From an optimization exercise on the open Yosys and OpenROAD flow, aimed at small area; shortcuts taken in it are not production practice.
The RTL was checked by simulation tests, not by an equivalence proof against the original design.
Power figures rest on the tool's default switching activity, not on a simulated workload.

==> flow/design.v <==
package alu_operand_stage_pkg;
  localparam int NUM_REGS = 32;
  localparam int ADDR_W   = 5;
  localparam int DATA_W   = 32;
  localparam int FLAG_W   = 4;
  localparam int FLAG_ZERO     = 0;
  localparam int FLAG_OVERFLOW = 1;
  localparam int FLAG_CARRY    = 2;
  localparam int FLAG_NEGATIVE = 3;
  typedef enum logic [2:0] {
    OP_NOP   = 3'd0,
    OP_ADD   = 3'd1,
    OP_SUB   = 3'd2,
    OP_AND   = 3'd3,
    OP_OR    = 3'd4,
    OP_XOR   = 3'd5,
    OP_CMP   = 3'd6,
    OP_SHIFT = 3'd7
  } opcode_t;
endpackage
module rf_hold_mux
(
  input  logic q,
  input  logic hold,
  input  logic d,
  input  logic load,
  output logic x
);
  assign x = (q & hold) | (d & load);
endmodule
module rf_sel3_n
(
  input  logic s0, d0,
  input  logic s1, d1,
  input  logic s2, d2,
  output logic y
);
  assign y = ~((s0 & d0) | (s1 & d1) | (s2 & d2));
endmodule
module rf_nand2
(
  input  logic a, b,
  output logic y
);
  assign y = ~(a & b);
endmodule
module rf_nand4
(
  input  logic a, b, c, d,
  output logic y
);
  assign y = ~(a & b & c & d);
endmodule
module rf_nand3
(
  input  logic a, b, c,
  output logic y
);
  assign y = ~(a & b & c);
endmodule
module rf_and3
(
  input  logic a, b, c,
  output logic y
);
  assign y = a & b & c;
endmodule
module rf_and2
(
  input  logic a, b,
  output logic y
);
  assign y = a & b;
endmodule
module rf_nor2
(
  input  logic a, b,
  output logic y
);
  assign y = ~(a | b);
endmodule
module rf_inv
(
  input  logic a,
  output logic y
);
  assign y = ~a;
endmodule
module rf_or3
(
  input  logic a, b, c,
  output logic y
);
  assign y = a | b | c;
endmodule
module rf_read_bit
(
  input  logic [31:1] s,    
  input  logic [31:1] d,    
  input  logic        sh,   
  input  logic        dh,   
  output logic        y
);
  logic [11:0] t;
  genvar j;
  generate
    for (j = 0; j < 10; j++) begin : g_s
      rf_sel3_n u_s (.s0(s[3*j+1]), .d0(d[3*j+1]), .s1(s[3*j+2]), .d1(d[3*j+2]),
                     .s2(s[3*j+3]), .d2(d[3*j+3]), .y(t[j]));
    end
  endgenerate
  rf_nand2 u_s10 (.a(s[31]), .b(d[31]), .y(t[10]));
  rf_nand2 u_s11 (.a(sh), .b(dh), .y(t[11]));
  logic p0, p1, p2;
  rf_nand4 u_n0 (.a(t[0]), .b(t[1]), .c(t[2]), .d(t[3]), .y(p0));
  rf_nand4 u_n1 (.a(t[4]), .b(t[5]), .c(t[6]), .d(t[7]), .y(p1));
  rf_nand4 u_n2 (.a(t[8]), .b(t[9]), .c(t[10]), .d(t[11]), .y(p2));
  rf_or3   u_o  (.a(p0), .b(p1), .c(p2), .y(y));
endmodule
module rf_predec
(
  input  logic [4:0] addr,
  input  logic       en,
  output logic [3:0] lo,      
  output logic [7:0] hi       
);
  logic [4:0] addr_n;
  genvar j;
  generate
    for (j = 0; j < 5; j++) begin : g_inv
      rf_inv u_i (.a(addr[j]), .y(addr_n[j]));
    end
    for (j = 0; j < 4; j++) begin : g_lo
      rf_and3 u_n (.a(en), .b(j[1] ? addr[1] : addr_n[1]), .c(j[0] ? addr[0] : addr_n[0]),
                   .y(lo[j]));
    end
    for (j = 0; j < 8; j++) begin : g_hi
      rf_and3 u_n (.a(j[2] ? addr[4] : addr_n[4]), .b(j[1] ? addr[3] : addr_n[3]),
                   .c(j[0] ? addr[2] : addr_n[2]), .y(hi[j]));
    end
  endgenerate
endmodule
module rf_read_dec
(
  input  logic [4:0]  addr,
  input  logic        en,      
  output logic [31:1] s
);
  logic [3:0] lo;
  logic [7:0] hi;
  rf_predec u_p (.addr(addr), .en(en), .lo(lo), .hi(hi));
  genvar k;
  generate
    for (k = 1; k < 32; k++) begin : g_s
      rf_and2 u_s (.a(lo[k % 4]), .b(hi[k / 4]), .y(s[k]));
    end
  endgenerate
endmodule
module rf_write_dec
(
  input  logic [4:0]  addr,
  input  logic        en,      
  input  logic        rst,
  output logic [31:1] load,
  output logic [31:1] hold
);
  logic [3:0] lo;
  logic [7:0] hi;
  rf_predec u_p (.addr(addr), .en(en), .lo(lo), .hi(hi));
  genvar k;
  generate
    for (k = 1; k < 32; k++) begin : g_s
      rf_and2  u_l (.a(lo[k % 4]), .b(hi[k / 4]), .y(load[k]));
      rf_nor2  u_h (.a(load[k]), .b(rst), .y(hold[k]));
    end
  endgenerate
endmodule
module alu_operand_stage
(
  input  logic                 clk,
  input  logic                 rst,
  input  logic [alu_operand_stage_pkg::ADDR_W-1:0]    readAddrA,
  input  logic [alu_operand_stage_pkg::ADDR_W-1:0]    readAddrB,
  input  logic [2:0]           controlIn,
  input  logic                 validIn,
  input  logic [alu_operand_stage_pkg::ADDR_W-1:0]    writeAddr,
  input  logic [alu_operand_stage_pkg::DATA_W-1:0]    writeData,
  input  logic                 writeEnable,
  input  logic [alu_operand_stage_pkg::FLAG_W-1:0]    flagsIn,
  input  logic                 flagsEnable,
  output logic [alu_operand_stage_pkg::DATA_W-1:0]    busA,
  output logic [alu_operand_stage_pkg::DATA_W-1:0]    busB,
  output logic [2:0]           control,
  output logic                 validOut,
  output logic [alu_operand_stage_pkg::FLAG_W-1:0]    flags
);
  localparam int NUM_REGS = alu_operand_stage_pkg::NUM_REGS;
  localparam int DATA_W   = alu_operand_stage_pkg::DATA_W;
  logic [DATA_W-1:0]   entry_q [1:NUM_REGS-1];
  logic [DATA_W-1:0]   entry_d [1:NUM_REGS-1];
  logic [NUM_REGS-1:1] ld, hd;
  logic [NUM_REGS-1:1] sel_a, sel_b;
  logic                take, hold;
  logic [DATA_W-1:0]   nxt_a, nxt_b;
  rf_write_dec u_wdec (.addr(writeAddr), .en(writeEnable && !rst), .rst(rst),
                       .load(ld), .hold(hd));
  genvar i, b;
  generate
    for (i = 1; i < NUM_REGS; i++) begin : g_entry
      for (b = 0; b < DATA_W; b++) begin : g_bit
        rf_hold_mux u_m (.q(entry_q[i][b]), .hold(hd[i]), .d(writeData[b]), .load(ld[i]),
                         .x(entry_d[i][b]));
      end
      always_ff @(posedge clk) entry_q[i] <= entry_d[i];
    end
  endgenerate
  assign take   = validIn && !rst;
  assign hold   = !validIn && !rst;
  rf_read_dec u_rdec_a (.addr(readAddrA), .en(take), .s(sel_a));
  rf_read_dec u_rdec_b (.addr(readAddrB), .en(take), .s(sel_b));
  generate
    for (b = 0; b < DATA_W; b++) begin : g_rd
      logic [NUM_REGS-1:1] col;
      for (i = 1; i < NUM_REGS; i++) begin : g_col
        assign col[i] = entry_d[i][b];
      end
      rf_read_bit u_a (.s(sel_a), .d(col), .sh(hold), .dh(busA[b]), .y(nxt_a[b]));
      rf_read_bit u_b (.s(sel_b), .d(col), .sh(hold), .dh(busB[b]), .y(nxt_b[b]));
    end
  endgenerate
  always_ff @(posedge clk) begin
    busA <= nxt_a;
    busB <= nxt_b;
  end
  always_ff @(posedge clk) begin
    if (rst) begin
      control  <= '0;
      validOut <= 1'b0;
      flags    <= '0;
    end else begin
      validOut <= validIn;
      if (validIn)     control <= controlIn;
      if (flagsEnable) flags   <= flagsIn;
    end
  end
endmodule
==> flow/run.sh <==
#!/bin/bash
# synth_recipe.tcl (not shown) runs the flow's synth.tcl, then flattens the netlist and writes it again
# the make line also repeats each setting of config.mk as NAME=value (left out here)
make -C /OpenROAD-flow-scripts/flow DESIGN_CONFIG=/design/flow/config.mk WORK_HOME=/design/flow/orfs CLKGATE_MAP_FILE= SYNTH_SCRIPT=/design/flow/synth_recipe.tcl finish
==> flow/config.mk <==
export PLATFORM = sky130hd
export DESIGN_NAME = alu_operand_stage
export DESIGN_NICKNAME = alu_operand_stage
export VERILOG_FILES = /design/flow/design.v
export SDC_FILE = /design/flow/constraint.sdc
export NUM_CORES = 4
export LEC_CHECK = 0
export CAP_MARGIN = 20
export CORE_MARGIN = 2
export CORE_UTILIZATION = 35
export CTS_BUF_LIST = sky130_fd_sc_hd__clkbuf_16
export CTS_CLUSTER_DIAMETER = 60
export CTS_CLUSTER_SIZE = 30
export PLACE_DENSITY = 0.45
export SLEW_MARGIN = 20
export SYNTH_HIERARCHICAL = 1
export SYNTH_MINIMUM_KEEP_SIZE = 0
==> flow/constraint.sdc <==
create_clock -name core_clock -period 5.0 [get_ports {clk}]
set_input_delay 1.0000 -clock core_clock [delete_from_list [all_inputs] [get_ports {clk}]]
set_output_delay 1.0000 -clock core_clock [all_outputs]
set_load 0.01 [all_outputs]
==> results of run 1 <==
-- through the flow --
stage                     hold slack, ns  total power [mW]  util [%]  cell area [um^2]
after floorplan                    0.474              8.98         -             39600
after global placement             0.480              9.52      40.1             45000
after detailed placement           0.491              9.53      40.1             45000
after CTS                          0.511              18.0      43.4             48700
after global routing               0.522              18.4      43.4             48800
final                              0.512              18.0      43.4             48800
-- kinds of logic (layout without fill, tap and decap cells) --
family,count (synthesis),count (layout),share of synthesized area (%)
buf+inv,18,546,0.212
simple gates,555,555,7.71
compound gates,1632,1632,38.1
flops,1064,1064,53.8
other cells,0,5,0
mux,7,7,0.177
-- final cells by class --
class | count | area (um^2)
Clock buffer | 105 | 2630
Inverter | 15 | 56.3
Timing Repair Buffer | 337 | 3260
Antenna cell | 5 | 12.5
Fill cell | 10500 | 63600
Sequential cell | 1064 | 21300
Clock inverter | 89 | 1060
Tap cell | 1500 | 1880
Multi-Input combinational cell | 2194 | 18600
-- placed cells by master, fill, tap and decap left out, types with 25 or more instances in the layout --
cell type	Yosys	layout
buf_4	0	175
clkdlybuf4s50_1	0	126
a222oi_1	640	640
clkbuf_16	0	105
inv_6	0	25
a22o_1	992	992
and2_2	0	87
and3_1	36	36
nand4_1	192	192
nor2_4	0	32
buf_12	0	32
nand2_1	128	128
dfxtp_1	1064	1064
or3_1	64	64
-- power groups by stage --
stage                     Clock [mW]  Combinational (mW)  Sequential (mW)
after global routing            9.02               0.824             8.56
after detailed placement           0               0.780             8.75
after global placement             0               0.767             8.75
final                           8.60               0.815             8.55
after floorplan                    0               0.233             8.75
after CTS                       8.69               0.779             8.55
-- Yosys stat by module, one instance, submodules excluded, a selection --
| module | flops+latches | cell area, um^2 | cells inside | times used |
|---|---|---|---|---|
| rf_hold_mux | 0 | 8.76 | 1 | 992 |
| rf_or3 | 0 | 6.26 | 1 | 64 |
| rf_and2 | 0 | 6.26 | 1 | 93 |
| rf_nand4 | 0 | 6.26 | 1 | 192 |
| rf_and3 | 0 | 6.26 | 1 | 36 |
| rf_nand2 | 0 | 3.75 | 1 | 128 |
| rf_nor2 | 0 | 3.75 | 1 | 31 |
-- per-layer routing --
layer	routed length (um)	vias to the layer above	global-route usage, %	part of all wire (%)
li1	-	16000	-	-
met1	81800	20100	45.0	39
met2	87900	3197	50.3	42
met3	23300	565	7.50	11
met4	15200	4	22.5	7.3
met5	23	-	0	0.011
-- sequential cells by signal, indices dropped and copies added, names as in the netlist --
name and cells:
busB 32, validOut 1, flags 4, busA 32, entry_q 992, control 3
-- critical path, cell delays in order --
cell,delay [ns]
clkdlybuf4s50_1,0.46
nor2b_1,0.33
buf_4,0.19
and3_1,0.41
and2_2,0.26
nor2_4,0.17
buf_4,0.31
a22o_1,0.27
a222oi_1,0.37
nand4_1,0.46
or3_1,0.50
-- path summary, 6_finish.rpt --
kind / to / cells after the start / slack [ns]
min reg2reg: entry_q[5][19] / 1 / 0.51
max reg2reg: busA[2] / 4 / 2.80
max: busA[31] / 11 / 0.83
min: entry_q[5][19] / 1 / 0.51
==> summary.md, run 1 <==
| Metric | Value |
|---|---|
| Unrepaired setup endpoints after global routing | `no` |
| # nets final | `3775` |
| CP arrival | `4.76 ns` |
| Worst VDD drop | `279 uV` |
| Worst Tran Pin Value | `1.15 ns` |
| Port Buffers | `130` |
| Tcrit/Tclk final | `83.3%` |
| Average size of a mapped cell | `12.1 um^2` |
| Pre-CTS setup slack | `0.225 ns` |
| Remaining Overflow, GRT | `0` |
| Status | `no timing/DRC/antenna violations` |
| Ranking of synthesized cells by area | `dfxtp_1 54%, a22o_1 22%, a222oi_1 16%, nand4_1 3.0%, and2_1 1.5%` |
| Via-per-instance ratio | `7.51` |
| Max-cap violations | `0` |
| Cells after synthesis | `3276` |
| Cell Pwr Density | `369 nW/um^2` |
| Period minus WS final | `4.17 ns` |
| Worst setup SP type | `input port` |
| Initial DRC count | `8070` |
| Final worst slack | `0.833 ns` |
| Min-Delay Path Class | `register to register` |
| Critical-path maximum fanout | `20` |
| CTS buffer count | `104` |
| Syn Std Cell Area | `39600 um^2` |
| P&R area growth vs syn | `23.1%` |
| Post-synth EDFFs | `0` |
| Clock network fraction of design power | `47.9%` |
| Max Clk Rate | `240 MHz` |
| CP Capture Type | `register` |
| Clk slew on worst S/H paths | `0.07 ns` |
| Post-DRT Antenna Nets | `0` |
| Wire per inst | `39.2 um` |
| Post-route DRC | `0` |
| Post-CTS Setup Bufs | `0` |
| Post-cts resize count | `0` |
| TritonRoute pass-1 iters | `13` |
| Largest net degree at the start of global routing | `65` |
| H-Tree Depth | `3` |
| Core area | `112000 um^2` |
| CTS tree | `built` |
| Crit path kind | `input port to register` |
| Placer congestion estimate | `0.927` |
| Switching part of the total | `26.6%` |
| Die ar. | `116000 um^2` |
| Worst Skew | `0.0222 ns` |
| Final WL | `208000 um` |
| P_leak | `17.9 nW` |
| Sequential power share | `47.6%` |
| Combinational Power Share | `4.5%` |
| Area leader, netlist | `dfxtp_1` |
| Sequential share of the synthesized area | `53.8%` |
| Final setup vio count | `0` |
| Post-CTS Hold Fix Bufs | `0` |
| Starting density of the core | `35.3%` |
| P_int | `13.2 mW` |
| Yosys reg bits | `1064` |
| Die width | `340 um` |
| Post-Route Setup TNS | `0 ns` |
| Mapped Nets | `3335` |
| Worst skew pair latency | `0.72 ns` |
| Asr flop ratio synth | `0%` |
| Vias in the first global route | `38300` |
| RR Startpoint | `entry_q[13][2]` |
| Clk sinks | `1064` |
| Initial antenna violation count | `8` |
| CP required | `5.59 ns` |
| Final hold violations | `0` |
| Netlist cell types | `14` |
| Synthesis Warnings | `10` |
| Fraction of final layout cells with drive strength greater than 1 | `13.6%` |
| Hold_sp | `entry_q[5][19]` |
| Slew Viols, Final | `0` |
| CTS Buffer Depth | `3` |
| Sw power | `4.78 mW` |
| Via count | `39900` |
| Io pins | `131` |
| Die height | `340 um` |
| CTS Root Cell | `clkbuf_16` |
| DP HPWL | `127000 um` |
| Max_slew headroom | `23.2%` |
| Top cell type's share of synthesized area | `53.8%` |
| Dpl cells | `5108` |
| Count leader, synth | `dfxtp_1` |
| Rows | `123` |
| GRT Total Usage | `34.2%` |
| Post-synth top cells | `1064 x dfxtp_1, 992 x a22o_1, 640 x a222oi_1` |
| Crit path launch | `writeEnable` |
| Main synth FF type | `dfxtp_1` |
| Post-Layout Cell Count | `5309` |
| First-pass GRT wire length | `288000 um` |
==> run 2, diff against run 1 <==
==> flow/flow/run.sh (new file) <==
#!/bin/bash
# Own layout flow: the standard ORFS flow (standard.sh, unchanged synthesis) with
# three changes to how the layout is made:
#  - ports are buffered with the smallest buffer (buf_1) instead of clkdlybuf4s50_1,
#  - the resizer's buffering uses only buf_1/buf_2 (larger and delay buffers are
#    added to the don't-use list; clkbuf_16 stays available for the clock tree),
#  - clock tree: clkbuf_16 sink clusters of up to 20 sinks within 100 um, no dummy loads.
# The full output goes to standard_synth.log and standard_flow.log in the work folder (ORFS keeps
# its per-step logs under orfs/logs/).
set -euo pipefail
# synthesis exactly as the standard flow runs it
bash standard.sh synth > standard_synth.log 2>&1
export BUFFER_PORTS_ARGS="-buffer_cell sky130_fd_sc_hd__buf_1"
export DONT_USE_CELLS="sky130_fd_sc_hd__buf_4 sky130_fd_sc_hd__buf_6 sky130_fd_sc_hd__buf_8 sky130_fd_sc_hd__buf_12 sky130_fd_sc_hd__buf_16 sky130_fd_sc_hd__bufbuf_* sky130_fd_sc_hd__clkdlybuf* sky130_fd_sc_hd__dlygate* sky130_fd_sc_hd__dlymetal* sky130_fd_sc_hd__clkbuf_8"
export CTS_ARGS="-sink_clustering_enable -repair_clock_nets -dont_use_dummy_load -sink_clustering_size 20 -sink_clustering_max_diameter 100 -buf_list sky130_fd_sc_hd__clkbuf_16"
bash standard.sh > standard_flow.log 2>&1
==> flow/standard.sh (new file) <==
#!/bin/bash
# synth_recipe.tcl (not shown) runs the flow's synth.tcl, then flattens the netlist and writes it again
# the make line also repeats each setting of config.mk as NAME=value (left out here)
make -C /OpenROAD-flow-scripts/flow DESIGN_CONFIG=/design/flow/config.mk WORK_HOME=/design/flow/orfs CLKGATE_MAP_FILE= SYNTH_SCRIPT=/design/flow/synth_recipe.tcl "${@:-finish}"
--- a/flow/config.mk
+++ b/flow/config.mk
@@ -9,7 +9,4 @@
 export CORE_MARGIN = 2
 export CORE_UTILIZATION = 35
-export CTS_BUF_LIST = sky130_fd_sc_hd__clkbuf_16
-export CTS_CLUSTER_DIAMETER = 60
-export CTS_CLUSTER_SIZE = 30
 export PLACE_DENSITY = 0.45
 export SLEW_MARGIN = 20
removed: flow/run.sh
==> summary.md, run 2 <==
| Metric | Value |
|---|---|
| Status | `no timing/DRC/antenna violations` |
| Non-Filler Cell Area, Final | `45600 um^2` |
| CTS buffer count | `59` |
| Critical-path maximum fanout | `17` |
| Clk sinks | `1064` |
| Final WL | `217000 um` |
| Clk slew on worst S/H paths | `0.09 ns` |
| Vias in the first global route | `38700` |
| Post-CTS Hold Fix Bufs | `0` |
| Post-CTS Setup Bufs | `0` |
| First-pass GRT wire length | `298000 um` |
| Max Clk Rate | `252 MHz` |
| Top cell type's share of synthesized area | `53.8%` |
| Cell Pwr Density | `315 nW/um^2` |
| CTS Root Cell | `clkbuf_16` |
| Tcrit/Tclk final | `79.3%` |
| Final worst slack | `1.03 ns` |
| DP HPWL | `132000 um` |
| End of the worst register-to-register path | `busA[15]` |
| P_leak | `16.5 nW` |
| Crit path kind | `input port to register` |
| Asr flop ratio synth | `0%` |
| Post-route DRC | `0` |
| Worst Skew | `0.0319 ns` |
| Synthesis Warnings | `10` |
| Wire per inst | `41.8 um` |
| Unrepaired setup endpoints after global routing | `no` |
| Worst VDD drop | `264 uV` |
| Yosys reg bits | `1064` |
| Post-DRT Antenna Nets | `0` |
| Hold_sp | `entry_q[14][2]` |
| Final hold violations | `0` |
| Met1 Usage GRT | `45.7%` |
| Worst Tran Pin Value | `1.25 ns` |
| GR Util met3 | `9.59%` |
| Rows | `123` |
| Die width | `340 um` |
| Post-cts resize count | `0` |
| Slew Viols, Final | `0` |
| Ranking of synthesized cells by area | `dfxtp_1 54%, a22o_1 22%, a222oi_1 16%, nand4_1 3.0%, and2_1 1.5%` |
| Main synth FF type | `dfxtp_1` |
| Count leader, synth | `dfxtp_1` |
| Worst hold endpoint | `entry_q[14][2]` |
| Most frequent cells in the layout | `1064 x dfxtp_1, 992 x a22o_1, 640 x a222oi_1, 197 x buf_4, 192 x nand4_1` |
| P&R area growth vs syn | `15.1%` |
| Netlist cell types | `14` |
| Final setup vio count | `0` |
| Post-Route Setup TNS | `0 ns` |
| Core area | `112000 um^2` |
| Area leader, netlist | `dfxtp_1` |
| CP Capture Type | `register` |
| CP arrival | `4.57 ns` |
| Syn Std Cell Area | `39600 um^2` |
| Fraction of final layout cells with drive strength greater than 1 | `10.7%` |
| Hold path cells | `1` |
| CTS Buffer Depth | `3` |
| Average size of a mapped cell | `12.1 um^2` |
| Worst R2R Path Depth | `4` |
| Commonest non-fill, non-tap cell in the layout | `dfxtp_1` |
| Via count | `40100` |
| Starting density of the core | `35.3%` |
| Max_slew headroom | `16.4%` |
| Mapped Nets | `3335` |
| Post-synth top cells | `1064 x dfxtp_1, 992 x a22o_1, 640 x a222oi_1` |
| Placed cell area | `44100 um^2` |
| H-Tree Depth | `2` |
| Most flop-heavy register | `entry_q` |
| Max reg flops | `992` |
| Post-synth EDFFs | `0` |
| GRT Total Usage | `35.5%` |
| Min-Delay Path Class | `register to register` |
| Initial antenna violation count | `11` |
| Worst skew pair latency | `0.71 ns` |
| Pre-CTS setup slack | `0.416 ns` |
| Most Crowded Layer GR | `met2` |
| Die ar. | `116000 um^2` |
| CP required | `5.60 ns` |
| Met2 GRT Util | `52.2%` |
| TritonRoute pass-1 iters | `13` |
| Fill cell count | `10700` |
| # nets final | `3736` |
| Placer congestion estimate | `0.914` |
| Worst reg2reg setup slack | `2.80 ns` |
| Largest net degree at the start of global routing | `65` |
| Period minus WS final | `3.97 ns` |
| Via-per-instance ratio | `7.74` |
| Max-cap violations | `0` |
| RR Startpoint | `entry_q[13][15]` |
| CTS tree | `built` |
| Regs by FF count | `entry_q (992), busA (32), busB (32)` |
| Final hold slack | `0.512 ns` |
| Die height | `340 um` |
| Sequential share of the synthesized area | `53.8%` |
| Cells after synthesis | `3276` |
| Total power | `14.4 mW` |
| Io pins | `131` |
| Port Buffers | `130` |
| Worst setup SP type | `input port` |
| Initial DRC count | `8703` |
| Remaining Overflow, GRT | `0` |
[run 2: cell count changes in the layout (fill, tap and decap cells not counted), moves of 9 or more]
cell / before / now
inv_8: 20 / 0
clkinv_8: 9 / 0
buf_1: 0 / 125
clkinv_4: 12 / 0
buf_12: 32 / 15
inv_6: 25 / 0
buf_4: 175 / 197
clkbuf_16: 105 / 59
clkdlybuf4s50_1: 126 / 0
[run 2: cell families after synthesis]
kind of cell           synth area share, %
AO/OA/AOI/OAI                         38.1
flip-flops                            53.8
AND/OR/NAND/NOR                       7.71
buffers and inverters                0.212
multiplexers                         0.177
[run 2: how the worst max path moves through the flow]
stage                     from  endpoint  slack, ns  cells after the start
after global routing       rst  busA[16]        1.0                     10
after CTS                  rst  busA[23]       1.18                     10
after detailed placement   rst  busB[25]       0.42                     10
final                      rst  busA[23]       1.03                     10
after global placement     rst  busA[23]       0.37                     10
after floorplan            rst   busA[0]       1.04                      9
[run 2: per-module statistics from Yosys, one instance, submodules excluded, a selection]
module	cell area, um^2	flip-flops and latches	cells	copies in the design
rf_and3	6.26	0	1	36
rf_sel3_n	10.0	0	1	640
rf_or3	6.26	0	1	64
rf_nand2	3.75	0	1	128
rf_hold_mux	8.76	0	1	992
rf_nand4	6.26	0	1	192
rf_and2	6.26	0	1	93
rf_nor2	3.75	0	1	31
[run 2: power by group]
part	switching, mW	total (mW)	internal, mW
clock	2.96	5.05	2.09
combinational	0.634	0.781	0.147
sequential	0.0221	8.55	8.53
[run 2: final cells by class]
| cell class | instances | area [um^2] | area share [%] |
|---|---|---|---|
| Sequential cell | 1064 | 21300 | 46.7 |
| Inverter | 15 | 56.3 | 0.123 |
| Multi-Input combinational cell | 2194 | 18600 | 40.7 |
| Tap cell | 1500 | 1880 | 4.12 |
| Timing Repair Buffer | 343 | 2300 | 5.05 |
| Antenna cell | 8 | 20.0 | 0.0439 |
| Clock buffer | 59 | 1480 | 3.24 |
[run 2: worst max-delay path, stage by stage]
cell and delay, ns:
clkbuf_4 0.19, nor2b_1 0.36, and3_1 0.40, and2_2 0.44, nor2_4 0.25, buf_4 0.39
a22o_1 0.29, a222oi_1 0.33, nand4_1 0.42, or3_1 0.45
[run 2: stage by stage]
step / util [%] / std cells
6_report: 40.6 / 5183
2_1_floorplan: - / 3276
3_5_place_dp: 39.2 / 5115
3_3_place_gp: 39.2 / 5115
5_1_grt: 40.6 / 5175
4_1_cts: 40.5 / 5174
[run 2: metal layers]
layer,share of wire (%),vias to the layer above,wire length (um)
met5,0.042,-,92
met1,39,20200,83500
met3,12,732,26100
met4,7.2,14,15600
met2,42,3407,91500
li1,-,15800,-
==> run 3, diff against run 2 <==
==> flow/flow/run.sh (replaced) <==
#!/bin/bash
# Own layout flow: the standard ORFS flow (standard.sh) with the standard synthesis
# unchanged, and three changes to how the layout is made:
#  - ports are buffered with the smallest buffer (buf_1) instead of clkdlybuf4s50_1,
#  - the resizer's buffering uses only buf_1/buf_2: larger and delay buffers are added to
#    the platform's don't-use list (passed on make's command line, so the list is
#    repeated here in full; clkbuf_16 stays available for the clock tree),
#  - clock tree: clkbuf_16 sink clusters of up to 20 sinks within 100 um, no dummy loads.
# The full output goes to standard_synth.log and standard_flow.log in the work folder
# (ORFS keeps its per-step logs under orfs/logs/).
set -euo pipefail
# synthesis exactly as the standard flow runs it
bash standard.sh synth > standard_synth.log 2>&1
PLATFORM_DONT_USE="sky130_fd_sc_hd__probe_p_8 sky130_fd_sc_hd__probec_p_8 sky130_fd_sc_hd__lpflow_bleeder_1 sky130_fd_sc_hd__lpflow_clkbufkapwr_1 sky130_fd_sc_hd__lpflow_clkbufkapwr_16 sky130_fd_sc_hd__lpflow_clkbufkapwr_2 sky130_fd_sc_hd__lpflow_clkbufkapwr_4 sky130_fd_sc_hd__lpflow_clkbufkapwr_8 sky130_fd_sc_hd__lpflow_clkinvkapwr_1 sky130_fd_sc_hd__lpflow_clkinvkapwr_16 sky130_fd_sc_hd__lpflow_clkinvkapwr_2 sky130_fd_sc_hd__lpflow_clkinvkapwr_4 sky130_fd_sc_hd__lpflow_clkinvkapwr_8 sky130_fd_sc_hd__lpflow_decapkapwr_12 sky130_fd_sc_hd__lpflow_decapkapwr_3 sky130_fd_sc_hd__lpflow_decapkapwr_4 sky130_fd_sc_hd__lpflow_decapkapwr_6 sky130_fd_sc_hd__lpflow_decapkapwr_8 sky130_fd_sc_hd__lpflow_inputiso0n_1 sky130_fd_sc_hd__lpflow_inputiso0p_1 sky130_fd_sc_hd__lpflow_inputiso1n_1 sky130_fd_sc_hd__lpflow_inputiso1p_1 sky130_fd_sc_hd__lpflow_inputisolatch_1 sky130_fd_sc_hd__lpflow_isobufsrc_1 sky130_fd_sc_hd__lpflow_isobufsrc_16 sky130_fd_sc_hd__lpflow_isobufsrc_2 sky130_fd_sc_hd__lpflow_isobufsrc_4 sky130_fd_sc_hd__lpflow_isobufsrc_8 sky130_fd_sc_hd__lpflow_isobufsrckapwr_16 sky130_fd_sc_hd__lpflow_lsbuf_lh_hl_isowell_tap_1 sky130_fd_sc_hd__lpflow_lsbuf_lh_hl_isowell_tap_2 sky130_fd_sc_hd__lpflow_lsbuf_lh_hl_isowell_tap_4 sky130_fd_sc_hd__lpflow_lsbuf_lh_isowell_4 sky130_fd_sc_hd__lpflow_lsbuf_lh_isowell_tap_1 sky130_fd_sc_hd__lpflow_lsbuf_lh_isowell_tap_2 sky130_fd_sc_hd__lpflow_lsbuf_lh_isowell_tap_4"
MORE_DONT_USE="sky130_fd_sc_hd__buf_4 sky130_fd_sc_hd__buf_6 sky130_fd_sc_hd__buf_8 sky130_fd_sc_hd__buf_12 sky130_fd_sc_hd__buf_16 sky130_fd_sc_hd__bufbuf_* sky130_fd_sc_hd__clkdlybuf* sky130_fd_sc_hd__dlygate* sky130_fd_sc_hd__dlymetal* sky130_fd_sc_hd__clkbuf_8"
export BUFFER_PORTS_ARGS="-buffer_cell sky130_fd_sc_hd__buf_1"
export CTS_ARGS="-sink_clustering_enable -repair_clock_nets -dont_use_dummy_load -sink_clustering_size 20 -sink_clustering_max_diameter 100 -buf_list sky130_fd_sc_hd__clkbuf_16"
bash standard.sh "DONT_USE_CELLS=$PLATFORM_DONT_USE $MORE_DONT_USE" finish > standard_flow.log 2>&1
==> summary.md, run 3 <==
| Metric | Value |
|---|---|
| Status | `no timing/DRC/antenna violations` |
| Post-cts resize count | `0` |
| Post-synth EDFFs | `0` |
| Largest net degree at the start of global routing | `33` |
| CTS buffer count | `59` |
| CP Capture Type | `register` |
| Top cell type's share of synthesized area | `53.8%` |
| Initial antenna violation count | `7` |
| Sequential share of the synthesized area | `53.8%` |
| Asr flop ratio synth | `0%` |
| Post-Layout Cell Count | `5310` |
| Wire per inst | `38.1 um` |
| Combinational Power Share | `5.1%` |
| Critical-path maximum fanout | `13` |
| Clk slew on worst S/H paths | `0.09 ns` |
| Die height | `340 um` |
| First-pass GRT wire length | `285000 um` |
| Mapped Nets | `3335` |
| Critical Path, Cell by Cell | `clkbuf_4 -> nor2b_1 -> and3_1 -> and2_2 -> buf_1 -> buf_1 -> a22o_1 -> a222oi_1 -> nand4_1 -> or3_1` |
| Tcrit/Tclk final | `80.2%` |
| Sw power | `3.56 mW` |
| Slew Viols, Final | `0` |
| Worst Tran Pin Value | `1.18 ns` |
| CTS Buffer Depth | `3` |
| Io pins | `131` |
| Starting density of the core | `35.3%` |
| Switching part of the total | `24.9%` |
| Post-CTS Hold Fix Bufs | `0` |
| Via count | `39500` |
| Post-DRT Antenna Nets | `0` |
| P_int | `10.7 mW` |
| Vias in the first global route | `38200` |
| CP delay by family, top | `simple AND/OR/NAND/NOR gates` |
| Period minus WS final | `4.01 ns` |
| Port Buffers | `130` |
| CTS Root Cell | `clkbuf_16` |
| CTS tree | `built` |
| Via-per-instance ratio | `7.44` |
| Die width | `340 um` |
| Final setup vio count | `0` |
| CP peak stage delay | `0.86 ns` |
| Worst setup SP type | `input port` |
| GRT Total Usage | `33.3%` |
| Count leader, synth | `dfxtp_1` |
| Rows | `123` |
| Max reg flops | `992` |
| Area leader, netlist | `dfxtp_1` |
| Placer congestion estimate | `1.02` |
| DP HPWL | `142000 um` |
| # nets final | `3861` |
| Unrepaired setup endpoints after global routing | `no` |
| Post-synth top cells | `1064 x dfxtp_1, 992 x a22o_1, 640 x a222oi_1` |
| Post-Route Setup TNS | `0 ns` |
| Regs by FF count | `entry_q (992), busA (32), busB (32)` |
| Final hold violations | `0` |
| Dpl cells | `5241` |
| Yosys reg bits | `1064` |
| Netlist cell types | `14` |
| P_leak | `16.4 nW` |
| Cells after synthesis | `3276` |
| Initial DRC count | `8631` |
| Max_slew headroom | `21.0%` |
| Pre-CTS setup slack | `0.370 ns` |
| Worst reg2reg setup slack | `2.63 ns` |
| Sequential power share | `59.8%` |
| P&R area growth vs syn | `14.3%` |
| H-Tree Depth | `2` |
| Main synth FF type | `dfxtp_1` |
| Total power | `14.3 mW` |
| Cell Pwr Density | `316 nW/um^2` |
| Ranking of synthesized cells by area | `dfxtp_1 54%, a22o_1 22%, a222oi_1 16%, nand4_1 3.0%, and2_1 1.5%` |
| Fraction of final layout cells with drive strength greater than 1 | `9.18%` |
| Core area | `112000 um^2` |
| Syn Std Cell Area | `39600 um^2` |
| Min-Delay Path Class | `register to register` |
| Die ar. | `116000 um^2` |
| Clock network fraction of design power | `35.2%` |
| Slowest CP cell | `buf_1` |
| TritonRoute pass-1 iters | `14` |
| Max-cap violations | `0` |
| WP buf/inv | `3` |
| CP arrival | `4.66 ns` |
| Average size of a mapped cell | `12.1 um^2` |
| Post-CTS Setup Bufs | `0` |
| Final worst slack | `0.990 ns` |
| Most flop-heavy register | `entry_q` |
| CP required | `5.65 ns` |
| Worst Skew | `0.0312 ns` |
| Most frequent cells in the layout | `1064 x dfxtp_1, 992 x a22o_1, 640 x a222oi_1, 295 x buf_1, 192 x nand4_1` |
| CP dominant cell by count | `buf_1` |
| Max Clk Rate | `249 MHz` |
| Commonest non-fill, non-tap cell in the layout | `dfxtp_1` |
| Synthesis Warnings | `10` |
| Post-route DRC | `0` |
| Remaining Overflow, GRT | `0` |
| Worst VDD drop | `274 uV` |
| Crit path kind | `input port to register` |
| Fill cell count | `10800` |
| Worst skew pair latency | `0.70 ns` |
| Final WL | `203000 um` |
| Clk sinks | `1064` |
## run 3: cell counts after synthesis
No cell type changed its count.
## run 3: metrics by stage
step           cell area (um^2)  hold WS, ns  util, %
2_1_floorplan             39600        0.474        -
3_3_place_gp              43800        0.474     39.0
3_5_place_dp              43800        0.487     39.0
4_1_cts                   45200        0.488     40.3
5_1_grt                   45300        0.527     40.3
6_report                  45300        0.512     40.3
## run 3: kinds of logic after synthesis
| group | Yosys count | synth area share [%] |
|---|---|---|
| AOI/OAI and AO/OA | 1632 | 38.1 |
| buffers and inverters | 18 | 0.212 |
| DFF | 1064 | 53.8 |
| muxes | 7 | 0.177 |
| and+or+nand+nor | 555 | 7.71 |
## run 3: final cells by class
cell class,instances,area [um^2],area share (%)
multi-input combinational,2194,18600,41.0
inverter,15,56.3,0.124
timing repair buffer,468,1980,4.36
sequential,1064,21300,47.0
clock buffer,59,1480,3.26
tap,1500,1880,4.15
antenna,10,25.0,0.0553
## run 3: Yosys stat by module, one instance, submodules excluded, excerpt
module             flip-flops and latches  cell area [um^2]  cells inside
rf_nor2                                 0              3.75             1
rf_and3                                 0              6.26             1
rf_nand4                                0              6.26             1
rf_nand2                                0              3.75             1
alu_operand_stage                    1064             21400          1085
rf_or3                                  0              6.26             1
rf_sel3_n                               0              10.0             1
## run 3: power groups by stage
stage	sequential (mW)	clock, mW	combinational (mW)
2_1_floorplan	8.75	0	0.233
3_3_place_gp	8.75	0	0.689
3_5_place_dp	8.75	0	0.700
4_1_cts	8.55	5.13	0.699
5_1_grt	8.56	5.39	0.741
6_report	8.55	5.03	0.723
## run 3: per-layer routing
metal	global-route usage [%]	wire, um	vias to the layer above
met3	5.84	21100	498
met4	18.5	13100	4
met1	44.3	79400	19900
li1	-	-	16100
met2	51.1	88900	3044
met5	0.0817	29	-
## run 3: path summary, 6_finish.rpt
path | to | cells after the start | startpoint
setup reg to reg | busB[5] | 4 | entry_q[16][5]
setup / recovery | busA[4] | 10 | rst
hold / removal | entry_q[11][28] | 1 | entry_q[11][28]
hold reg to reg | entry_q[11][28] | 1 | entry_q[11][28]
## run 3: worst register-to-register path, delay by kind of cell (launching register included)
family | cells | cell delay [ns]
AO/OA/AOI/OAI | 2 | 0.87
flip-flops | 1 | 0.31
AND/OR/NAND/NOR | 2 | 1.06
==> run 4, diff against run 3 <==
--- a/flow/config.mk
+++ b/flow/config.mk
@@ -9,5 +9,7 @@
 export CORE_MARGIN = 2
 export CORE_UTILIZATION = 35
+export GPL_TIMING_DRIVEN = 0
 export PLACE_DENSITY = 0.45
+export SETUP_SLACK_MARGIN = 0.35
 export SLEW_MARGIN = 20
 export SYNTH_HIERARCHICAL = 1
==> summary.md, run 4 <==
| Metric | Value |
|---|---|
| CTS buffer count | `59` |
| Ranking of synthesized cells by area | `dfxtp_1 54%, a22o_1 22%, a222oi_1 16%, nand4_1 3.0%, and2_1 1.5%` |
| Average size of a mapped cell | `12.1 um^2` |
| Netlist cell types | `14` |
| Final setup vio count | `0` |
| Via count | `39200` |
| H-Tree Depth | `2` |
| Non-Filler Cell Area, Final | `44600 um^2` |
| Die height | `340 um` |
| Clk slew on worst S/H paths | `0.09 ns` |
| Final Core Density | `39.7%` |
| Main synth FF type | `dfxtp_1` |
| Post-synth EDFFs | `0` |
| Synthesis Warnings | `10` |
| CP peak stage delay | `0.56 ns` |
| CTS Buffer Depth | `3` |
| Most flop-heavy register | `entry_q` |
| Yosys reg bits | `1064` |
| Post-synth top cells | `1064 x dfxtp_1, 992 x a22o_1, 640 x a222oi_1` |
| Worst Tran Pin Value | `1.28 ns` |
| Total power | `14.3 mW` |
| Most frequent cells in the layout | `1064 x dfxtp_1, 992 x a22o_1, 640 x a222oi_1, 192 x nand4_1, 169 x buf_2` |
| Die width | `340 um` |
| Min-Delay Path Class | `input port to register` |
| Post-CTS Hold Fix Bufs | `0` |
| First-pass GRT wire length | `280000 um` |
| Post-route DRC | `0` |
| Status | `no timing/DRC/antenna violations` |
| Initial antenna violation count | `6` |
| Io pins | `131` |
| Remaining Overflow, GRT | `0` |
| Fill cell count | `10800` |
| P_leak | `16.2 nW` |
| Wire per inst | `39.8 um` |
| WP buf/inv | `5` |
| GRT Total Usage | `33.1%` |
| Clk sinks | `1064` |
| Slowest CP cell | `a222oi_1` |
| Unrepaired setup endpoints after global routing | `yes` |
| Area of the multi-input gates | `18600 um^2` |
| Area leader, netlist | `dfxtp_1` |
| Port Buffers | `128` |
| Critical Path, Cell by Cell | `buf_2 -> buf_2 -> buf_2 -> nor2b_2 -> and3_2 -> and2_4 -> nor2_4 -> buf_2 -> buf_2 -> a22o_1 -> a222oi_1 -> nand4_1 -> or3_1` |
| Max_slew headroom | `14.9%` |
| CTS tree | `built` |
| CTS Root Cell | `clkbuf_16` |
| Critical-path maximum fanout | `14` |
| Top cell type's share of synthesized area | `53.8%` |
| Sequential share of the synthesized area | `53.8%` |
| Max Clk Rate | `210 MHz` |
| CP dominant cell by count | `buf_2` |
| Die ar. | `116000 um^2` |
| Commonest non-fill, non-tap cell in the layout | `dfxtp_1` |
| TritonRoute pass-1 iters | `13` |
| Post-DRT Antenna Nets | `0` |
| Cell Pwr Density | `321 nW/um^2` |
| FF+latch area | `21300 um^2` |
| Tcrit/Tclk final | `95.1%` |
| Max-cap violations | `0` |
| # nets final | `3671` |
| Regs by FF count | `entry_q (992), busA (32), busB (32)` |
| Core area | `112000 um^2` |
| CP delay by family, top | `simple AND/OR/NAND/NOR gates` |
| P&R area growth vs syn | `12.6%` |
| Worst VDD drop | `271 uV` |
| Worst skew pair latency | `0.73 ns` |
| Via-per-instance ratio | `7.66` |
| Vias in the first global route | `37900` |
| Fraction of final layout cells with drive strength greater than 1 | `10.1%` |
| Worst Skew | `0.0364 ns` |
| Asr flop ratio synth | `0%` |
| Syn Std Cell Area | `39600 um^2` |
| Worst setup SP type | `input port` |
| Rows | `123` |
| Mapped Nets | `3335` |
| Crit path kind | `input port to register` |
| Slew Viols, Final | `0` |
| Starting density of the core | `35.3%` |
| Max reg flops | `992` |
| Placer congestion estimate | `0.915` |
| CP required | `5.59 ns` |
| CP Capture Type | `register` |
| Placed cell area | `43000 um^2` |
| Final WL | `204000 um` |
| Period minus WS final | `4.76 ns` |
| CP arrival | `5.34 ns` |
| Final hold violations | `0` |
| DP HPWL | `131000 um` |
| Count leader, synth | `dfxtp_1` |
| Initial DRC count | `8071` |
| Cells after synthesis | `3276` |
| Largest net degree at the start of global routing | `32` |
[run 4: cell count changes in the layout (fill, tap and decap cells not counted), moves of 2 or more]
cell	change
and2_1	-8
and2_2	-6
and2_4	+16
and3_1	-3
and3_2	+3
buf_1	-193
buf_6	+2
diode_2	-4
[run 4: area by class of cell]
cell class                 instances  area share (%)
buffer                             3          0.0617
inverter                          15           0.126
timing repair buffer             273            2.78
tap                             1500            4.21
antenna                            6          0.0337
multi-input combinational       2196            41.7
sequential                      1064            47.8
clock buffer                      59            3.31
[run 4: per-stage QoR]
stage,TNS [ns],hold slack [ns],worst slack (ns),cells
after floorplan,0,0.474,1.04,3276
after global placement,-2794.46,0.476,-3.78,4904
after detailed placement,-92.19,0.491,-1.38,5037
after CTS,0,0.477,0.302,5108
after global routing,0,0.498,0.334,5112
final,0,0.504,0.244,5116
[run 4: path summary, 6_finish.rpt]
kind | cells after the start | from | slack [ns] | endpoint
worst max register to register | 4 | entry_q[7][13] | 3.04 | busB[13]
worst min register to register | 1 | entry_q[26][13] | 0.51 | entry_q[26][13]
worst max-delay path | 13 | rst | 0.24 | busB[13]
worst min-delay path | 3 | flagsIn[2] | 0.50 | flags[2]
[run 4: kinds of logic (layout without fill, tap and decap cells)]
group,count (synthesis),in the layout,synth area share (%)
compound gates,1632,1632,38.1
flops,1064,1064,53.8
simple gates,555,557,7.71
buf+inv,18,350,0.212
mux,7,7,0.177
other cells,0,6,0
[run 4: metal layers]
metal  up-vias  share of wire, %  track usage, %
met3       539                13            9.96
met5         -            0.0059               0
li1      15600                 -               -
met2      3254                42            47.8
met1     19800                39            43.5
met4         2               6.1            19.3
[run 4: report_power, final]
group | total (mW) | leakage, nW | internal, mW | switching (mW)
Sequential | 8.55 | 8.58 | 8.53 | 0.0217
Clock | 5.05 | 0.727 | 2.09 | 2.96
Combinational | 0.727 | 6.86 | 0.119 | 0.609
[run 4: timing repair]
action | CTS | global route
pin swaps | 1 | 3
setup endpoints to repair | 64 | 50
gates resized for setup | 9 | 7
buffers inserted | 10 | 1
cloned | 3 | 1
[run 4: worst reg2reg max path, stage by stage, from the launching register on]
cell	delay, ns
dfxtp_1	0.31
a22o_1	0.25
a222oi_1	0.56
nand4_1	0.31
or3_1	0.41
[run 4: per-module statistics from Yosys (local to each module, per instance), excerpt]
module,copies in the design,flip-flops and latches
rf_nand2,128,0
rf_and2,93,0
rf_and3,36,0
rf_sel3_n,640,0
alu_operand_stage,1,1064
rf_nor2,31,0
==> run 5, diff against run 4 <==
--- a/flow/flow/run.sh
+++ b/flow/flow/run.sh
@@ -6,5 +6,5 @@
 #    the platform's don't-use list (passed on make's command line, so the list is
 #    repeated here in full; clkbuf_16 stays available for the clock tree),
-#  - clock tree: clkbuf_16 sink clusters of up to 20 sinks within 100 um, no dummy loads.
+#  - clock tree: clkbuf_16 sink clusters of up to 24 sinks within 100 um, no dummy loads.
 # The full output goes to standard_synth.log and standard_flow.log in the work folder
 # (ORFS keeps its per-step logs under orfs/logs/).
@@ -15,4 +15,4 @@
 MORE_DONT_USE="sky130_fd_sc_hd__buf_4 sky130_fd_sc_hd__buf_6 sky130_fd_sc_hd__buf_8 sky130_fd_sc_hd__buf_12 sky130_fd_sc_hd__buf_16 sky130_fd_sc_hd__bufbuf_* sky130_fd_sc_hd__clkdlybuf* sky130_fd_sc_hd__dlygate* sky130_fd_sc_hd__dlymetal* sky130_fd_sc_hd__clkbuf_8"
 export BUFFER_PORTS_ARGS="-buffer_cell sky130_fd_sc_hd__buf_1"
-export CTS_ARGS="-sink_clustering_enable -repair_clock_nets -dont_use_dummy_load -sink_clustering_size 20 -sink_clustering_max_diameter 100 -buf_list sky130_fd_sc_hd__clkbuf_16"
+export CTS_ARGS="-sink_clustering_enable -repair_clock_nets -dont_use_dummy_load -sink_clustering_size 24 -sink_clustering_max_diameter 100 -buf_list sky130_fd_sc_hd__clkbuf_16"
 bash standard.sh "DONT_USE_CELLS=$PLATFORM_DONT_USE $MORE_DONT_USE" finish > standard_flow.log 2>&1
--- a/flow/config.mk
+++ b/flow/config.mk
@@ -9,7 +9,5 @@
 export CORE_MARGIN = 2
 export CORE_UTILIZATION = 35
-export GPL_TIMING_DRIVEN = 0
 export PLACE_DENSITY = 0.45
-export SETUP_SLACK_MARGIN = 0.35
 export SLEW_MARGIN = 20
 export SYNTH_HIERARCHICAL = 1
==> summary.md, run 5 <==
| Metric | Value |
|---|---|
| Status | `no timing/DRC/antenna violations` |
| Initial DRC count | `8587` |
| Post-CTS Setup Bufs | `0` |
| Max reg flops | `992` |
| Via-per-instance ratio | `7.44` |
| Simple-Gate Fraction of Synth Area | `7.71%` |
| Wire per inst | `38.2 um` |
| Post-cts resize count | `0` |
| Netlist cell types | `14` |
| Clock network fraction of design power | `33.7%` |
| Port Buffers | `130` |
| Max Clk Rate | `248 MHz` |
| Largest net degree at the start of global routing | `33` |
| Average size of a mapped cell | `12.1 um^2` |
| RR Startpoint | `entry_q[16][5]` |
| Final WL | `202000 um` |
| Sw power | `3.50 mW` |
| TritonRoute pass-1 iters | `15` |
| CTS tree | `built` |
| Crit path kind | `input port to register` |
| Min-Delay Path Class | `register to register` |
| P_int | `10.5 mW` |
| Worst Tran Pin Value | `1.18 ns` |
| CTS Buffer Depth | `3` |
| Ranking of synthesized cells by area | `dfxtp_1 54%, a22o_1 22%, a222oi_1 16%, nand4_1 3.0%, and2_1 1.5%` |
| Via count | `39400` |
| Post-Route Setup TNS | `0 ns` |
| Post-synthesis xor/xnor area fraction | `0%` |
| Worst Skew | `0.0310 ns` |
| CP arrival | `4.67 ns` |
| Cell Pwr Density | `310 nW/um^2` |
| Die height | `340 um` |
| Critical-path maximum fanout | `13` |
| Non-Filler Cell Area, Final | `45100 um^2` |
| Area of the multi-input gates | `18600 um^2` |
| Post-CTS Hold Fix Bufs | `0` |
| Max-cap violations | `0` |
| Mapped Nets | `3335` |
| Unrepaired setup endpoints after global routing | `no` |
| Syn Std Cell Area | `39600 um^2` |
| Cells after synthesis | `3276` |
| Total power | `14.0 mW` |
| Most frequent cells in the layout | `1064 x dfxtp_1, 992 x a22o_1, 640 x a222oi_1, 295 x buf_1, 192 x nand4_1` |
| Worst VDD drop | `224 uV` |
| Core area | `112000 um^2` |
| Most flop-heavy register | `entry_q` |
| Asr flop ratio synth | `0%` |
| CP Capture Type | `register` |
| End of the worst register-to-register path | `busB[5]` |
| Count leader, synth | `dfxtp_1` |
| Sequential power share | `61.1%` |
| Starting density of the core | `35.3%` |
| Io pins | `131` |
| Tcrit/Tclk final | `80.6%` |
| Clk sinks | `1064` |
| CP required | `5.64 ns` |
| Main synth FF type | `dfxtp_1` |
| Period minus WS final | `4.03 ns` |
| Fraction of final layout cells with drive strength greater than 1 | `8.99%` |
| # nets final | `3853` |
| H-Tree Depth | `2` |
| Crit path launch | `rst` |
| P_leak | `16.3 nW` |
| Die ar. | `116000 um^2` |
| FF+latch area | `21300 um^2` |
| Slew Viols, Final | `0` |
| Remaining Overflow, GRT | `0` |
| Area leader, netlist | `dfxtp_1` |
| GRT Total Usage | `33.2%` |
| Clk slew on worst S/H paths | `0.10 ns` |
| Synthesis Warnings | `10` |
| Post-route DRC | `0` |
| DP HPWL | `142000 um` |
| First-pass GRT wire length | `284000 um` |
| Combinational Power Share | `5.2%` |
| Worst setup SP type | `input port` |
| Max_slew headroom | `20.9%` |
| Post-DRT Antenna Nets | `0` |
| Complex-gate fraction of the synthesized area | `38.1%` |
| Worst R2R Path Depth | `4` |
| CTS buffer count | `51` |
| Fill cell count | `10800` |
| P&R area growth vs syn | `13.8%` |
| Worst setup path end | `busA[4]` |
| Rows | `123` |
| Worst skew pair latency | `0.69 ns` |
| Die width | `340 um` |
| Worst reg2reg setup slack | `2.67 ns` |
| Share of synthesized cell area in full adder, half adder and majority cells | `0%` |
| Post-synth top cells | `1064 x dfxtp_1, 992 x a22o_1, 640 x a222oi_1` |
| Placer congestion estimate | `1.02` |
| Post-synth EDFFs | `0` |
| Yosys reg bits | `1064` |
| Regs by FF count | `entry_q (992), busA (32), busB (32)` |
| Switching part of the total | `25.0%` |
| Vias in the first global route | `38100` |
| Top cell type's share of synthesized area | `53.8%` |
| Placed cell area | `43800 um^2` |
| Mux share of post-synthesis cell area | `0.177%` |
| Sequential share of the synthesized area | `53.8%` |
| Initial antenna violation count | `6` |
| CTS Root Cell | `clkbuf_16` |
| Final hold violations | `0` |
| Largest family of logic cells by synthesized area | `compound AO/OA/AOI/OAI gates` |
| Final setup vio count | `0` |
| Commonest non-fill, non-tap cell in the layout | `dfxtp_1` |
-- run 5: changes by cell type in the layout (fill, tap and decap cells not counted) --
| cell | before | now |
|---|---|---|
| buf_2 | 169 | 168 |
| nor2b_1 | 2 | 3 |
| and2_2 | 79 | 85 |
| buf_6 | 2 | 0 |
| buf_1 | 102 | 295 |
| and3_1 | 33 | 36 |
| and2_1 | 0 | 8 |
| and2_4 | 16 | 0 |
| clkbuf_16 | 59 | 51 |
| diode_2 | 6 | 9 |
| and3_2 | 3 | 0 |
| nor2b_2 | 1 | 0 |
| clkbuf_2 | 3 | 4 |
| clkbuf_4 | 0 | 1 |
-- run 5: how the worst min path moves through the flow --
stage                                from              end  slack (ns)  cells past startpoint
after floorplan            entry_q[10][0]   entry_q[10][0]        0.47                      1
after global placement         control[2]       control[2]        0.47                      2
after detailed placement         flags[3]         flags[3]        0.49                      2
after CTS                    controlIn[2]       control[2]        0.51                      3
after global routing      entry_q[19][13]  entry_q[19][13]        0.53                      1
final                          control[2]       control[2]        0.51                      2
-- run 5: kinds of logic (layout without fill, tap and decap cells) --
logic type             after synthesis  count (layout)
other                                0               9
AND/OR/NAND/NOR                    555             555
AO/OA/AOI/OAI                     1632            1632
multiplexers                         7               7
flip-flops                        1064            1064
buffers and inverters               18             534
-- run 5: area by class of cell --
cell class | instances | share of cell area, %
inverter | 15 | 0.125
timing repair buffer | 468 | 4.38
multi-input combinational | 2194 | 41.2
tap | 1500 | 4.16
sequential | 1064 | 47.3
antenna | 9 | 0.0500
clock buffer | 51 | 2.83
-- run 5: power groups by stage --
stage          clock network, mW  logic [mW]  registers [mW]
6_report                    4.71       0.722            8.55
5_1_grt                     5.06       0.741            8.56
3_5_place_dp                   0       0.700            8.75
2_1_floorplan                  0       0.233            8.75
3_3_place_gp                   0       0.689            8.75
4_1_cts                     4.80       0.699            8.55
-- run 5: per-module statistics from Yosys (local to each module, per instance), excerpt --
| module | cells inside | flops+latches | cell area [um^2] | copies in the design |
|---|---|---|---|---|
| rf_and2 | 1 | 0 | 6.26 | 93 |
| rf_nor2 | 1 | 0 | 3.75 | 31 |
| alu_operand_stage | 1085 | 1064 | 21400 | 1 |
| rf_inv | 1 | 0 | 3.75 | 15 |
| rf_and3 | 1 | 0 | 6.26 | 36 |
| rf_nand2 | 1 | 0 | 3.75 | 128 |
| rf_or3 | 1 | 0 | 6.26 | 64 |
| rf_hold_mux | 1 | 0 | 8.76 | 992 |
| rf_sel3_n | 1 | 0 | 10.0 | 640 |
| rf_nand4 | 1 | 0 | 6.26 | 192 |
-- run 5: worst max-delay path, stage by stage --
cell      delay [ns]
clkbuf_4        0.15
nor2b_1         0.28
and3_1          0.43
and2_2          0.43
buf_1           0.60
buf_1           0.91
a22o_1          0.29
a222oi_1        0.08
nand4_1         0.30
or3_1           0.16
-- run 5: per-layer routing --
layer / vias up / wire length [um] / part of all wire, % / global-route usage, %
met5: - / 13 / 0.0064 / 0.0817
met4: 2 / 13700 / 6.8 / 19.6
met3: 491 / 20300 / 10 / 5.37
met2: 3001 / 88000 / 44 / 50.7
met1: 19900 / 80200 / 40 / 44.3
li1: 16000 / - / - / -
-- run 5: metrics by stage --
stage                     util [%]  worst slack [ns]  hold WS, ns  instances
after detailed placement      39.0             0.370        0.487       5241
after global routing          40.1             0.976        0.527       5294
after CTS                     40.1              1.11        0.508       5292
final                         40.1             0.971        0.513       5301
after global placement        39.0             0.379        0.474       5241
after floorplan                  -              1.04        0.474       3276
==> run 6, diff against run 5 <==
--- a/flow/config.mk
+++ b/flow/config.mk
@@ -9,5 +9,7 @@
 export CORE_MARGIN = 2
 export CORE_UTILIZATION = 35
+export GPL_TIMING_DRIVEN = 0
 export PLACE_DENSITY = 0.45
+export SETUP_SLACK_MARGIN = 0.35
 export SLEW_MARGIN = 20
 export SYNTH_HIERARCHICAL = 1
==> summary.md, run 6 <==
| Metric | Value |
|---|---|
| Average size of a mapped cell | `12.1 um^2` |
| Port Buffers | `128` |
| Cell Pwr Density | `314 nW/um^2` |
| Rows | `123` |
| Regs by FF count | `entry_q (992), busA (32), busB (32)` |
| Post-synth top cells | `1064 x dfxtp_1, 992 x a22o_1, 640 x a222oi_1` |
| Core area | `112000 um^2` |
| Hold path cells | `1` |
| Count leader, synth | `dfxtp_1` |
| CP Capture Type | `register` |
| Commonest non-fill, non-tap cell in the layout | `dfxtp_1` |
| CTS tree | `built` |
| Sequential share of the synthesized area | `53.8%` |
| Worst reg2reg setup slack | `3.01 ns` |
| Final WL | `203000 um` |
| Max-cap violations | `0` |
| CTS buffer count | `50` |
| Most flop-heavy register | `entry_q` |
| Worst setup path end | `busA[11]` |
| Post-CTS Hold Fix Bufs | `0` |
| RR Startpoint | `entry_q[16][8]` |
| Period minus WS final | `4.71 ns` |
| P&R area growth vs syn | `12.1%` |
| CP dominant cell by count | `buf_2` |
| CP delay by family, top | `buffers and inverters` |
| Io pins | `131` |
| Main synth FF type | `dfxtp_1` |
| TritonRoute pass-1 iters | `11` |
| Placed cell area | `43000 um^2` |
| CP peak stage delay | `0.55 ns` |
| Worst setup SP type | `input port` |
| Yosys reg bits | `1064` |
| WP buf/inv | `5` |
| Slowest CP cell | `buf_1` |
| Unrepaired setup endpoints after global routing | `yes` |
| Via-per-instance ratio | `7.68` |
| P_leak | `16.1 nW` |
| Critical Path, Cell by Cell | `buf_2 -> buf_2 -> buf_2 -> nor2b_2 -> and3_2 -> and2_4 -> buf_1 -> buf_1 -> a22o_1 -> a222oi_1 -> nand4_1 -> or3_1` |
| Fraction of final layout cells with drive strength greater than 1 | `9.83%` |
| DP HPWL | `131000 um` |
| H-Tree Depth | `2` |
| GRT Total Usage | `33.1%` |
| CTS Root Cell | `clkbuf_16` |
| Tcrit/Tclk final | `94.2%` |
| Most frequent cells in the layout | `1064 x dfxtp_1, 992 x a22o_1, 640 x a222oi_1, 192 x nand4_1, 171 x buf_2` |
| End of the worst register-to-register path | `busB[8]` |
| Max Clk Rate | `212 MHz` |
| Area leader, netlist | `dfxtp_1` |
| Crit path kind | `input port to register` |
| Post-DRT Antenna Nets | `0` |
| Top cell type's share of synthesized area | `53.8%` |
| Worst skew pair latency | `0.69 ns` |
| Largest net degree at the start of global routing | `32` |
| Clk sinks | `1064` |
| Worst VDD drop | `253 uV` |
| Remaining Overflow, GRT | `0` |
| Clk slew on worst S/H paths | `0.10 ns` |
| Starting density of the core | `35.3%` |
| Non-Filler Cell Area, Final | `44400 um^2` |
| Post-route DRC | `0` |
| # nets final | `3664` |
| Ranking of synthesized cells by area | `dfxtp_1 54%, a22o_1 22%, a222oi_1 16%, nand4_1 3.0%, and2_1 1.5%` |
| Worst Skew | `0.0248 ns` |
| Final hold slack | `0.513 ns` |
| Die height | `340 um` |
| Slew Viols, Final | `0` |
| Die width | `340 um` |
| Cells after synthesis | `3276` |
| Max reg flops | `992` |
| Worst R2R Path Depth | `4` |
| Crit path launch | `rst` |
| Final setup vio count | `0` |
| First-pass GRT wire length | `280000 um` |
| Initial DRC count | `8019` |
| Placer congestion estimate | `0.915` |
| CP arrival | `5.29 ns` |
| Worst Tran Pin Value | `1.26 ns` |
| CP required | `5.57 ns` |
| Number of cells on the critical path | `12` |
| Post-synth EDFFs | `0` |
| Min-Delay Path Class | `register to register` |
| Vias in the first global route | `38000` |
| Critical-path maximum fanout | `12` |
| Status | `no timing/DRC/antenna violations` |
| Max_slew headroom | `15.8%` |
| Syn Std Cell Area | `39600 um^2` |
| Mapped Nets | `3335` |
| Initial antenna violation count | `6` |
| Final hold violations | `0` |
| Die ar. | `116000 um^2` |
| CTS Buffer Depth | `3` |
| Synthesis Warnings | `10` |
| Asr flop ratio synth | `0%` |
| Via count | `39200` |
| Wire per inst | `39.8 um` |
| Netlist cell types | `14` |
-- run 6: cell count changes in the layout (fill, tap and decap cells not counted), sizes merged --
cell,change
diode,-3
and2,+3
buf,-186
clkbuf,-6
-- run 6: metal layers --
layer	wire [um]	track usage, %	vias to the layer above
li1	-	-	15700
met1	78600	43.6	19700
met2	84600	47.8	3320
met3	27200	9.52	565
met4	12900	20.0	2
met5	27	0	-
-- run 6: stage by stage --
stage / instances / total power [mW] / setup TNS, ns / setup WS, ns / utilization, %
4_1_cts: 5101 / 14.0 / 0 / 0.405 / 39.5
2_1_floorplan: 3276 / 8.98 / 0 / 1.04 / -
3_5_place_dp: 5037 / 9.44 / -92.19 / -1.38 / 38.3
6_report: 5109 / 13.9 / 0 / 0.289 / 39.5
3_3_place_gp: 4904 / 9.37 / -2794.46 / -3.78 / 37.3
5_1_grt: 5105 / 14.3 / 0 / 0.310 / 39.5
-- run 6: layout make-up --
cell class                 instances  area [um^2]
inverter                          15         56.3
clock buffer                      50         1250
sequential                      1064        21300
tap                             1500         1880
multi-input combinational       2197        18600
fill                           10800        68000
buffer                             3         27.5
antenna                            6         15.0
timing repair buffer             274         1240
-- run 6: worst register-to-register path, cell delays in order, from the launching register on --
cell and delay [ns]:
dfxtp_1 0.31, a22o_1 0.25, a222oi_1 0.48, nand4_1 0.37
or3_1 0.47
-- run 6: how the worst min path moves through the flow --
stage	start	to	slack (ns)
6_report	entry_q[5][9]	entry_q[5][9]	0.51
5_1_grt	entry_q[20][8]	entry_q[20][8]	0.53
4_1_cts	controlIn[1]	control[1]	0.51
3_5_place_dp	entry_q[16][4]	entry_q[16][4]	0.49
3_3_place_gp	control[2]	control[2]	0.48
2_1_floorplan	entry_q[10][0]	entry_q[10][0]	0.47
-- run 6: cells by family (layout without fill, tap and decap cells) --
kind of cell    after synthesis  count (layout)  share of synthesized area, %
compound gates             1632            1632                          38.1
buf+inv                      18             342                         0.212
flops                      1064            1064                          53.8
mux                           7               7                         0.177
other cells                   0               6                             0
simple gates                555             558                          7.71
-- run 6: timing repair --
action,4_1_cts,5_1_grt
setup endpoints to repair,64,27
resized for setup,10,5
pin swaps,2,2
cloned,4,1
setup buffers,11,1
-- run 6: where the power goes --
part / switching, mW / total (mW) / internal [mW] / leakage, nW
clock: 2.87 / 4.66 / 1.79 / 0.616
combinational: 0.607 / 0.726 / 0.119 / 6.87
sequential: 0.0216 / 8.55 / 8.53 / 8.58
-- run 6: modules after synthesis (local to each module, per instance), a selection --
| module | cells | area [um^2] | flip-flops and latches |
|---|---|---|---|
| alu_operand_stage | 1085 | 21400 | 1064 |
| rf_and2 | 1 | 6.26 | 0 |
| rf_and3 | 1 | 6.26 | 0 |
| rf_hold_mux | 1 | 8.76 | 0 |
| rf_inv | 1 | 3.75 | 0 |
| rf_nand2 | 1 | 3.75 | 0 |
| rf_nand4 | 1 | 6.26 | 0 |
| rf_nor2 | 1 | 3.75 | 0 |
| rf_or3 | 1 | 6.26 | 0 |
| rf_sel3_n | 1 | 10.0 | 0 |

-- afterwards: timing with drivers on the ports --
The results above use ideal ports. As a check the final layouts listed here were re-extracted and re-timed, cells and wires unchanged. Step 1 assumes that a clkbuf_16 drives the clock port and a buf_2 every other input. Step 2 also shifts input and output timing later by t, the mid clock arrival at the registers, as if the neighbouring blocks saw the same clock. Three values: ideal ports, drivers, drivers and shift; two values: the first two.
run	t, ns	setup WS [ns]	slew at the worst register clock pin (ns)	worst slew at a driven data input, ns
run 1	0.776	0.833 / 0.879 / 0.102	0.09 / 0.09	0.10
run 2	0.772	1.033 / 1.085 / 0.313	0.09 / 0.09	0.09
run 3	0.768	0.990 / 1.022 / 0.254	0.10 / 0.10	0.13
run 4	0.788	0.244 / 0.299 / -0.488	0.10 / 0.10	0.12
run 5	0.752	0.971 / 0.993 / 0.241	0.11 / 0.11	0.13
run 6	0.760	0.289 / 0.342 / -0.417	0.11 / 0.11	0.12
Met with ideal ports but missed after step 2: setup timing in run 4 and run 6. The setup slack of run 3, which loses most, moves by +0.032 ns with the drivers and by -0.736 ns with both steps.
